From an optimization exercise on the open Yosys and OpenROAD flow, aimed at small area, a short achievable clock period and few clock cycles per item; shortcuts taken in it are not production practice. In this exercise RTL edits were held to simulation tests only and were not proved equivalent to the original. Power figures rest on the tool's default switching activity, not on a simulated workload.

==> job 2286: inputs <==
==> flow/design.v <==
module sprite_compositor_n #(
  parameter int N_SPRITES = 8,
  parameter int SPR_SIZE  = 16,
  parameter int COORD_W   = 10,
  parameter int PAL_DEPTH = 16,
  parameter int COLOR_W   = 8,
  parameter int SLOT_W    = (N_SPRITES > 1) ? $clog2(N_SPRITES) : 1,
  parameter int SEL_WP    = $clog2(SPR_SIZE + 1),
  parameter int PAL_WP    = (PAL_DEPTH > 1) ? $clog2(PAL_DEPTH) : 1,
  parameter int DATA_W    = ((2 * COORD_W + PAL_WP + 2) > SPR_SIZE) ? (2 * COORD_W + PAL_WP + 2) : SPR_SIZE
) (
  input  logic                 clk_25,
  input  logic                 n_reset,
  input  logic                 wr_en,
  input  logic [SLOT_W-1:0]    wr_slot,
  input  logic [SEL_WP-1:0]    wr_sel,
  input  logic [DATA_W-1:0]    wr_data,
  input  logic                 att_color,
  input  logic [PAL_WP-1:0]    pal_addr,
  input  logic [3*COLOR_W-1:0] data_color,
  input  logic                 coll_clr,
  input  logic                 pix_valid,
  input  logic [COORD_W-1:0]   row,
  input  logic [COORD_W-1:0]   column,
  input  logic [COLOR_W-1:0]   FIFO_Red,
  input  logic [COLOR_W-1:0]   FIFO_Green,
  input  logic [COLOR_W-1:0]   FIFO_Blue,
  output logic [COLOR_W-1:0]   VGA_R,
  output logic [COLOR_W-1:0]   VGA_G,
  output logic [COLOR_W-1:0]   VGA_B,
  output logic                 out_valid,
  output logic [N_SPRITES-1:0] collision
);
  localparam int N     = N_SPRITES;
  localparam int PAL_W = PAL_WP;
  localparam int RGB_W = 3 * COLOR_W;
  logic [N-1:0][15:0][15:0] bmp_q;      
  logic [N-1:0][15:0]       rv_q;       
  logic [N-1:0][9:0]        x_q, y_q;   
  logic [N-1:0][PAL_W-1:0]  pi_q;
  logic [N-1:0]             md_q;
  logic [N-1:0]             en_q;
  logic [PAL_DEPTH-1:0][RGB_W-1:0] pal_q;   
  logic [PAL_DEPTH-1:0]            pv_q;    
  logic [N-1:0]       slot_we, attr_we;
  logic [N-1:0][15:0] row_we;
  logic [PAL_DEPTH-1:0] pal_we;
  always_comb begin
    for (int s = 0; s < N; s++) begin
      slot_we[s] = wr_en && (wr_slot == SLOT_W'(s));
      attr_we[s] = slot_we[s] && (wr_sel == '0);
      for (int r = 0; r < 16; r++)
        row_we[s][r] = slot_we[s] && (wr_sel == SEL_WP'(r + 1));
    end
    for (int p = 0; p < PAL_DEPTH; p++)
      pal_we[p] = att_color && (pal_addr == PAL_W'(p));
  end
  always_ff @(posedge clk_25) begin
    for (int s = 0; s < N; s++) begin
      if (attr_we[s]) begin
        x_q[s]  <= wr_data[9:0];
        y_q[s]  <= wr_data[19:10];
        pi_q[s] <= wr_data[23:20];
        md_q[s] <= wr_data[25];
      end
      for (int r = 0; r < 16; r++)
        if (row_we[s][r]) bmp_q[s][r] <= wr_data[15:0];
    end
    for (int p = 0; p < PAL_DEPTH; p++)
      if (pal_we[p]) pal_q[p] <= data_color;
  end
  always_ff @(posedge clk_25) begin
    if (!n_reset) begin
      en_q <= '0; rv_q <= '0; pv_q <= '0;
    end else begin
      for (int s = 0; s < N; s++) begin
        if (attr_we[s]) en_q[s] <= wr_data[24];
        for (int r = 0; r < 16; r++)
          if (row_we[s][r]) rv_q[s][r] <= 1'b1;
      end
      for (int p = 0; p < PAL_DEPTH; p++)
        if (pal_we[p]) pv_q[p] <= 1'b1;
    end
  end
  logic                v0_q, v1_q, v2_q, v3_q, v4_q, ov_q;
  logic [RGB_W-1:0]    bg0_q, bg1_q, bg2_q, bg3_q, bg4_q;
  logic [N-1:0][3:0]   col0_q, dy0_q;
  logic [N-1:0]        in0_q;
  logic [N-1:0][15:0]  rb1_q;
  logic [N-1:0][3:0]   dy1_q;
  logic [N-1:0]        in1_q;
  logic [N-1:0]        hit2_q;
  logic [PAL_W-1:0]    pi3_q;
  logic                md3_q, any3_q;
  logic [RGB_W-1:0]    p4_q;
  logic                md4_q, any4_q;
  logic [N-1:0]        coll_q;
  logic [RGB_W-1:0]    rgb_q;
  logic [N-1:0][4:0] lox, loy;    
  logic [N-1:0]      inx, iny;
  logic [N-1:0][5:0] ax, bx, ay, by;
  logic [N-1:0]      in0_d;
  logic [N-1:0][3:0] col0_d, dy0_d;
  always_comb begin
    for (int s = 0; s < N; s++) begin
      lox[s] = {1'b0, column[3:0]} - {1'b0, x_q[s][3:0]};
      loy[s] = {1'b0, row[3:0]}    - {1'b0, y_q[s][3:0]};
      ax[s]  = column[9:4];
      bx[s]  = ~x_q[s][9:4];
      ay[s]  = row[9:4];
      by[s]  = ~y_q[s][9:4];
      inx[s] = ((ax[s] ^ bx[s] ^ {ax[s][4:0] | bx[s][4:0], ~lox[s][4]}) == '0) &&
               (ax[s][5] | bx[s][5]);
      iny[s] = ((ay[s] ^ by[s] ^ {ay[s][4:0] | by[s][4:0], ~loy[s][4]}) == '0) &&
               (ay[s][5] | by[s][5]);
      in0_d[s]  = en_q[s] & inx[s] & iny[s];
      col0_d[s] = ~lox[s][3:0];     
      dy0_d[s]  = loy[s][3:0];
    end
  end
  logic [N-1:0][15:0] rb1_d;
  always_comb begin
    for (int s = 0; s < N; s++)
      for (int r = 0; r < 16; r++)
        rb1_d[s][r] = bmp_q[s][r][col0_q[s]] & rv_q[s][r];
  end
  logic [N-1:0] hit2_d;
  always_comb begin
    for (int s = 0; s < N; s++)
      hit2_d[s] = in1_q[s] & rb1_q[s][dy1_q[s]];
  end
  logic [PAL_W-1:0] pi3_d;
  logic             md3_d, multi;
  always_comb begin
    pi3_d = '0; md3_d = 1'b0;
    for (int s = N - 1; s >= 0; s--)
      if (hit2_q[s]) begin
        pi3_d = pi_q[s];
        md3_d = md_q[s];
      end
  end
  assign multi = (hit2_q & (hit2_q - N'(1))) != '0;
  logic [RGB_W-1:0] p4_d;
  assign p4_d = pal_q[pi3_q] & {RGB_W{pv_q[pi3_q]}};
  logic [RGB_W-1:0] rgb_d;
  logic [COLOR_W:0] sum_r, sum_g, sum_b;
  always_comb begin
    sum_r = {1'b0, p4_q[23:16]} + {1'b0, bg4_q[23:16]};
    sum_g = {1'b0, p4_q[15:8]}  + {1'b0, bg4_q[15:8]};
    sum_b = {1'b0, p4_q[7:0]}   + {1'b0, bg4_q[7:0]};
    if (!any4_q)     rgb_d = bg4_q;
    else if (!md4_q) rgb_d = p4_q;
    else             rgb_d = {sum_r[8:1], sum_g[8:1], sum_b[8:1]};
  end
  always_ff @(posedge clk_25) begin
    bg0_q <= {FIFO_Red, FIFO_Green, FIFO_Blue};
    col0_q <= col0_d; dy0_q <= dy0_d; in0_q <= in0_d;
    bg1_q <= bg0_q; rb1_q <= rb1_d; dy1_q <= dy0_q; in1_q <= in0_q;
    bg2_q <= bg1_q; hit2_q <= hit2_d;
    bg3_q <= bg2_q; pi3_q <= pi3_d; md3_q <= md3_d; any3_q <= |hit2_q;
    bg4_q <= bg3_q; p4_q <= p4_d; md4_q <= md3_q; any4_q <= any3_q;
    rgb_q <= rgb_d;
  end
  always_ff @(posedge clk_25 or negedge n_reset) begin
    if (!n_reset) begin
      v0_q <= 1'b0; v1_q <= 1'b0; v2_q <= 1'b0; v3_q <= 1'b0; v4_q <= 1'b0;
    end else begin
      v0_q <= pix_valid; v1_q <= v0_q; v2_q <= v1_q; v3_q <= v2_q; v4_q <= v3_q;
    end
  end
  always_ff @(posedge clk_25) begin
    if (!n_reset) begin
      ov_q <= 1'b0; coll_q <= '0;
    end else begin
      ov_q <= v4_q;
      if (coll_clr)           coll_q <= '0;
      else if (v2_q && multi) coll_q <= coll_q | hit2_q;
    end
  end
  assign VGA_R     = rgb_q[RGB_W-1 -: COLOR_W];
  assign VGA_G     = rgb_q[2*COLOR_W-1 -: COLOR_W];
  assign VGA_B     = rgb_q[COLOR_W-1:0];
  assign out_valid = ov_q;
  assign collision = coll_q;
endmodule
==> flow/run.sh <==
#!/bin/bash
# synth_recipe.tcl (not shown) runs the flow's synth.tcl, then flattens the netlist and writes it again
# the make line also repeats each setting of config.mk as NAME=value (left out here)
make -C /OpenROAD-flow-scripts/flow DESIGN_CONFIG=/design/flow/config.mk WORK_HOME=/design/flow/orfs CLKGATE_MAP_FILE= SYNTH_SCRIPT=/design/flow/synth_recipe.tcl finish
==> flow/config.mk <==
export PLATFORM = sky130hd
export DESIGN_NAME = sprite_compositor_n
export DESIGN_NICKNAME = sprite_compositor_n
export VERILOG_FILES = /design/flow/design.v
export SDC_FILE = /design/flow/constraint.sdc
export NUM_CORES = 4
export LEC_CHECK = 0
export CAP_MARGIN = 20
export CORE_MARGIN = 2
export CORE_UTILIZATION = 40
export SETUP_SLACK_MARGIN = 2.4
export SLEW_MARGIN = 20
==> flow/constraint.sdc <==
create_clock -name core_clock -period 4.5 [get_ports {clk_25}]
set_input_delay 0.9000 -clock core_clock [delete_from_list [all_inputs] [get_ports {clk_25}]]
set_output_delay 0.9000 -clock core_clock [all_outputs]
set_load 0.01 [all_outputs]
==> job 7109: changes against job 2286 <==
==> flow/design.v, changed modules only <==
module sprite_compositor_n #(
  parameter int N_SPRITES = 8,
  parameter int SPR_SIZE  = 16,
  parameter int COORD_W   = 10,
  parameter int PAL_DEPTH = 16,
  parameter int COLOR_W   = 8,
  parameter int SLOT_W    = (N_SPRITES > 1) ? $clog2(N_SPRITES) : 1,
  parameter int SEL_WP    = $clog2(SPR_SIZE + 1),
  parameter int PAL_WP    = (PAL_DEPTH > 1) ? $clog2(PAL_DEPTH) : 1,
  parameter int DATA_W    = ((2 * COORD_W + PAL_WP + 2) > SPR_SIZE) ? (2 * COORD_W + PAL_WP + 2) : SPR_SIZE
) (
  input  logic                 clk_25,
  input  logic                 n_reset,
  input  logic                 wr_en,
  input  logic [SLOT_W-1:0]    wr_slot,
  input  logic [SEL_WP-1:0]    wr_sel,
  input  logic [DATA_W-1:0]    wr_data,
  input  logic                 att_color,
  input  logic [PAL_WP-1:0]    pal_addr,
  input  logic [3*COLOR_W-1:0] data_color,
  input  logic                 coll_clr,
  input  logic                 pix_valid,
  input  logic [COORD_W-1:0]   row,
  input  logic [COORD_W-1:0]   column,
  input  logic [COLOR_W-1:0]   FIFO_Red,
  input  logic [COLOR_W-1:0]   FIFO_Green,
  input  logic [COLOR_W-1:0]   FIFO_Blue,
  output logic [COLOR_W-1:0]   VGA_R,
  output logic [COLOR_W-1:0]   VGA_G,
  output logic [COLOR_W-1:0]   VGA_B,
  output logic                 out_valid,
  output logic [N_SPRITES-1:0] collision
);
  localparam int N     = N_SPRITES;
  localparam int PAL_W = PAL_WP;
  localparam int RGB_W = 3 * COLOR_W;
  logic [N-1:0][15:0][15:0] bmp_q;      
  logic [N-1:0][9:0]        x_q, y_q;   
  logic [N-1:0][PAL_W-1:0]  pi_q;
  logic [N-1:0]             md_q;
  logic [N-1:0]             en_q;
  logic [PAL_DEPTH-1:0][RGB_W-1:0] pal_q;   
  logic [N-1:0]       slot_we, attr_we;
  logic [N-1:0][15:0] row_we;
  logic [PAL_DEPTH-1:0] pal_we;
  always_comb begin
    for (int s = 0; s < N; s++) begin
      slot_we[s] = wr_en && (wr_slot == SLOT_W'(s));
      attr_we[s] = slot_we[s] && (wr_sel == '0);
      for (int r = 0; r < 16; r++)
        row_we[s][r] = slot_we[s] && (wr_sel == SEL_WP'(r + 1));
    end
    for (int p = 0; p < PAL_DEPTH; p++)
      pal_we[p] = att_color && (pal_addr == PAL_W'(p));
  end
  always_ff @(posedge clk_25) begin
    for (int s = 0; s < N; s++) begin
      if (attr_we[s]) begin
        x_q[s]  <= wr_data[9:0];
        y_q[s]  <= wr_data[19:10];
        pi_q[s] <= wr_data[23:20];
        md_q[s] <= wr_data[25];
      end
    end
  end
  logic [15:0]      bmp_din;
  logic [RGB_W-1:0] pal_din;
  logic [N-1:0]     en_din;
  assign bmp_din = wr_data[15:0] & {16{n_reset}};
  assign pal_din = data_color & {RGB_W{n_reset}};
  assign en_din  = {N{wr_data[24] & n_reset}};
  always_ff @(posedge clk_25) begin
    for (int s = 0; s < N; s++) begin
      if (attr_we[s] || !n_reset) en_q[s] <= en_din[s];
      for (int r = 0; r < 16; r++)
        if (row_we[s][r] || !n_reset) bmp_q[s][r] <= bmp_din;
    end
    for (int p = 0; p < PAL_DEPTH; p++)
      if (pal_we[p] || !n_reset) pal_q[p] <= pal_din;
  end
  logic                v0_q, v1_q, v2_q, v3_q, v4_q, ov_q;
  logic [RGB_W-1:0]    bg0_q, bg1_q, bg2_q, bg3_q, bg4_q;
  logic [N-1:0][3:0]   col0_q;
  logic [3:0]          rlo0_q;
  logic [N-1:0]        in0_q;
  logic [N-1:0][15:0]  rb1_q;
  logic [N-1:0][3:0]   dy1_q;
  logic [N-1:0]        in1_q;
  logic [N-1:0]        hit2_q;
  logic [PAL_W-1:0]    pi3_q;
  logic                md3_q, any3_q;
  logic [RGB_W-1:0]    p4_q;
  logic                md4_q, any4_q;
  logic [N-1:0]        coll_q;
  logic [RGB_W-1:0]    rgb_q;
  logic [N-1:0][4:0] lox, loy;    
  logic [N-1:0]      inx, iny;
  logic [N-1:0][5:0] ax, bx, ay, by;
  logic [N-1:0]      in0_d;
  logic [N-1:0][3:0] col0_d;
  always_comb begin
    for (int s = 0; s < N; s++) begin
      lox[s] = {1'b0, column[3:0]} - {1'b0, x_q[s][3:0]};
      loy[s] = {1'b0, row[3:0]}    - {1'b0, y_q[s][3:0]};
      ax[s]  = column[9:4];
      bx[s]  = ~x_q[s][9:4];
      ay[s]  = row[9:4];
      by[s]  = ~y_q[s][9:4];
      inx[s] = ((ax[s] ^ bx[s] ^ {ax[s][4:0] | bx[s][4:0], ~lox[s][4]}) == '0) &&
               (ax[s][5] | bx[s][5]);
      iny[s] = ((ay[s] ^ by[s] ^ {ay[s][4:0] | by[s][4:0], ~loy[s][4]}) == '0) &&
               (ay[s][5] | by[s][5]);
      in0_d[s]  = en_q[s] & inx[s] & iny[s];
      col0_d[s] = ~lox[s][3:0];     
    end
  end
  logic [N-1:0][15:0] rb1_d;
  logic [N-1:0][3:0]  dy1_d;
  always_comb begin
    for (int s = 0; s < N; s++) begin
      for (int r = 0; r < 16; r++)
        rb1_d[s][r] = bmp_q[s][r][col0_q[s]];
      dy1_d[s] = rlo0_q - y_q[s][3:0];
    end
  end
  logic [N-1:0] hit2_d;
  always_comb begin
    for (int s = 0; s < N; s++)
      hit2_d[s] = in1_q[s] & rb1_q[s][dy1_q[s]];
  end
  logic [PAL_W-1:0] pi3_d;
  logic             md3_d, multi;
  always_comb begin
    pi3_d = '0; md3_d = 1'b0;
    for (int s = N - 1; s >= 0; s--)
      if (hit2_q[s]) begin
        pi3_d = pi_q[s];
        md3_d = md_q[s];
      end
  end
  assign multi = (hit2_q & (hit2_q - N'(1))) != '0;
  logic [RGB_W-1:0] p4_d;
  assign p4_d = pal_q[pi3_q];
  logic [RGB_W-1:0] rgb_d;
  logic [COLOR_W:0] sum_r, sum_g, sum_b;
  always_comb begin
    sum_r = {1'b0, p4_q[23:16]} + {1'b0, bg4_q[23:16]};
    sum_g = {1'b0, p4_q[15:8]}  + {1'b0, bg4_q[15:8]};
    sum_b = {1'b0, p4_q[7:0]}   + {1'b0, bg4_q[7:0]};
    if (!any4_q)     rgb_d = bg4_q;
    else if (!md4_q) rgb_d = p4_q;
    else             rgb_d = {sum_r[8:1], sum_g[8:1], sum_b[8:1]};
  end
  always_ff @(posedge clk_25) begin
    bg0_q <= {FIFO_Red, FIFO_Green, FIFO_Blue};
    col0_q <= col0_d; rlo0_q <= row[3:0]; in0_q <= in0_d;
    bg1_q <= bg0_q; rb1_q <= rb1_d; dy1_q <= dy1_d; in1_q <= in0_q;
    bg2_q <= bg1_q; hit2_q <= hit2_d;
    bg3_q <= bg2_q; pi3_q <= pi3_d; md3_q <= md3_d; any3_q <= |hit2_q;
    bg4_q <= bg3_q; p4_q <= p4_d; md4_q <= md3_q; any4_q <= any3_q;
    rgb_q <= rgb_d;
  end
  always_ff @(posedge clk_25 or negedge n_reset) begin
    if (!n_reset) begin
      v0_q <= 1'b0; v1_q <= 1'b0; v2_q <= 1'b0; v3_q <= 1'b0; v4_q <= 1'b0;
    end else begin
      v0_q <= pix_valid; v1_q <= v0_q; v2_q <= v1_q; v3_q <= v2_q; v4_q <= v3_q;
    end
  end
  always_ff @(posedge clk_25) begin
    if (!n_reset) begin
      ov_q <= 1'b0; coll_q <= '0;
    end else begin
      ov_q <= v4_q;
      if (coll_clr)           coll_q <= '0;
      else if (v2_q && multi) coll_q <= coll_q | hit2_q;
    end
  end
  assign VGA_R     = rgb_q[RGB_W-1 -: COLOR_W];
  assign VGA_G     = rgb_q[2*COLOR_W-1 -: COLOR_W];
  assign VGA_B     = rgb_q[COLOR_W-1:0];
  assign out_valid = ov_q;
  assign collision = coll_q;
endmodule
==> flow/flow/run.sh (new file) <==
#!/bin/bash
# Standard layout, with clock tree synthesis told not to add dummy balancing loads
# and to cluster sinks into larger groups (fewer leaf buffers).
set -e
cp standard.sh standard_copy.log
export CTS_ARGS="-sink_clustering_enable -repair_clock_nets -dont_use_dummy_load -sink_clustering_size 25 -sink_clustering_max_diameter 120"
bash standard.sh > standard.log 2>&1
==> flow/standard.sh (new file) <==
#!/bin/bash
# synth_recipe.tcl (not shown) runs the flow's synth.tcl, then flattens the netlist and writes it again
# the make line also repeats each setting of config.mk as NAME=value (left out here)
make -C /OpenROAD-flow-scripts/flow DESIGN_CONFIG=/design/flow/config.mk WORK_HOME=/design/flow/orfs CLKGATE_MAP_FILE= SYNTH_SCRIPT=/design/flow/synth_recipe.tcl "${@:-finish}"
--- a/flow/config.mk
+++ b/flow/config.mk
@@ -9,4 +9,5 @@
 export CORE_MARGIN = 2
 export CORE_UTILIZATION = 40
-export SETUP_SLACK_MARGIN = 2.4
+export SETUP_SLACK_MARGIN = 2.5
 export SLEW_MARGIN = 20
+export TNS_END_PERCENT = 3
removed: flow/run.sh
==> run summary <==
| item | job 2286 | job 7109 |
|---|---|---|
| Number of standard cells after synthesis | 5612 | 5152 |
| Flop2flop setup slack | 2.39 ns | 2.25 ns |
| First-pass GRT wire length | 427 mm | 406 mm |
| Classification of the worst-slack hold path | input pin to async pin | register to register |
| Cell Rows | 200 | 196 |
| Result of the run | complete, no violations | complete, no violations |
| Area of all placed cells without fillers | 144000 sq um | 130000 sq um |
| Detailed route wirelength on metal3 | 23.1 mm | 20.5 mm |
| Number of levels the H-tree was split into | 5 | 4 |
| Synth-to-Final Area Change | 20.1% | 13.0% |
| Adder-cell area share of the yosys netlist | 2.21% | 2.48% |
| Buffers inserted by post-CTS timing repair | 225 | 92 |
| DIE WIDTH | 551 microns | 539 microns |
| NetSw | 13.3 mW | 11.7 mW |
| NumNets Final | 6645 | 5969 |
| Leakage power | 47.1 nW | 42.9 nW |
| Worst hold slack after final layout | 0.126 ns | 0.309 ns |
Testbench counts of job 2286, summed over its fixed seeds: cycles 33,536, pixels 32,768.
Testbench counts of job 7109, summed over its fixed seeds: cycles 33,536, pixels 32,768.

-- separate check: timing with driven ports --
In the flow no input, the clock included, has a driving cell. The finished layouts below were timed again as built, in two steps.
Step 1 assumes that a clkbuf_16 drives the clock port and a buf_2 every other input.
Step 2 adds t to the input delays and takes it off the output delays; t is the mean of the earliest and latest rising clock arrival at the registers after step 1. Input paths then give back, and output paths get back, about the clock's delay inside the block.
Three values: ideal, step 1, step 2; two values: the first two.
| run | shift t [ns] | setup slack, ns | pins driven straight from the clock port |
|---|---|---|---|
| job 2286 | 0.942 | 2.312 / 2.216 / 1.444 | 1 |
| job 7109 | 0.928 | 2.247 / 2.186 / 1.257 | 1 |
After both steps setup and hold are still met in every run listed. For job 7109, which loses most, drivers alone change the setup slack by -0.061 ns; drivers and shift together by -0.990 ns.
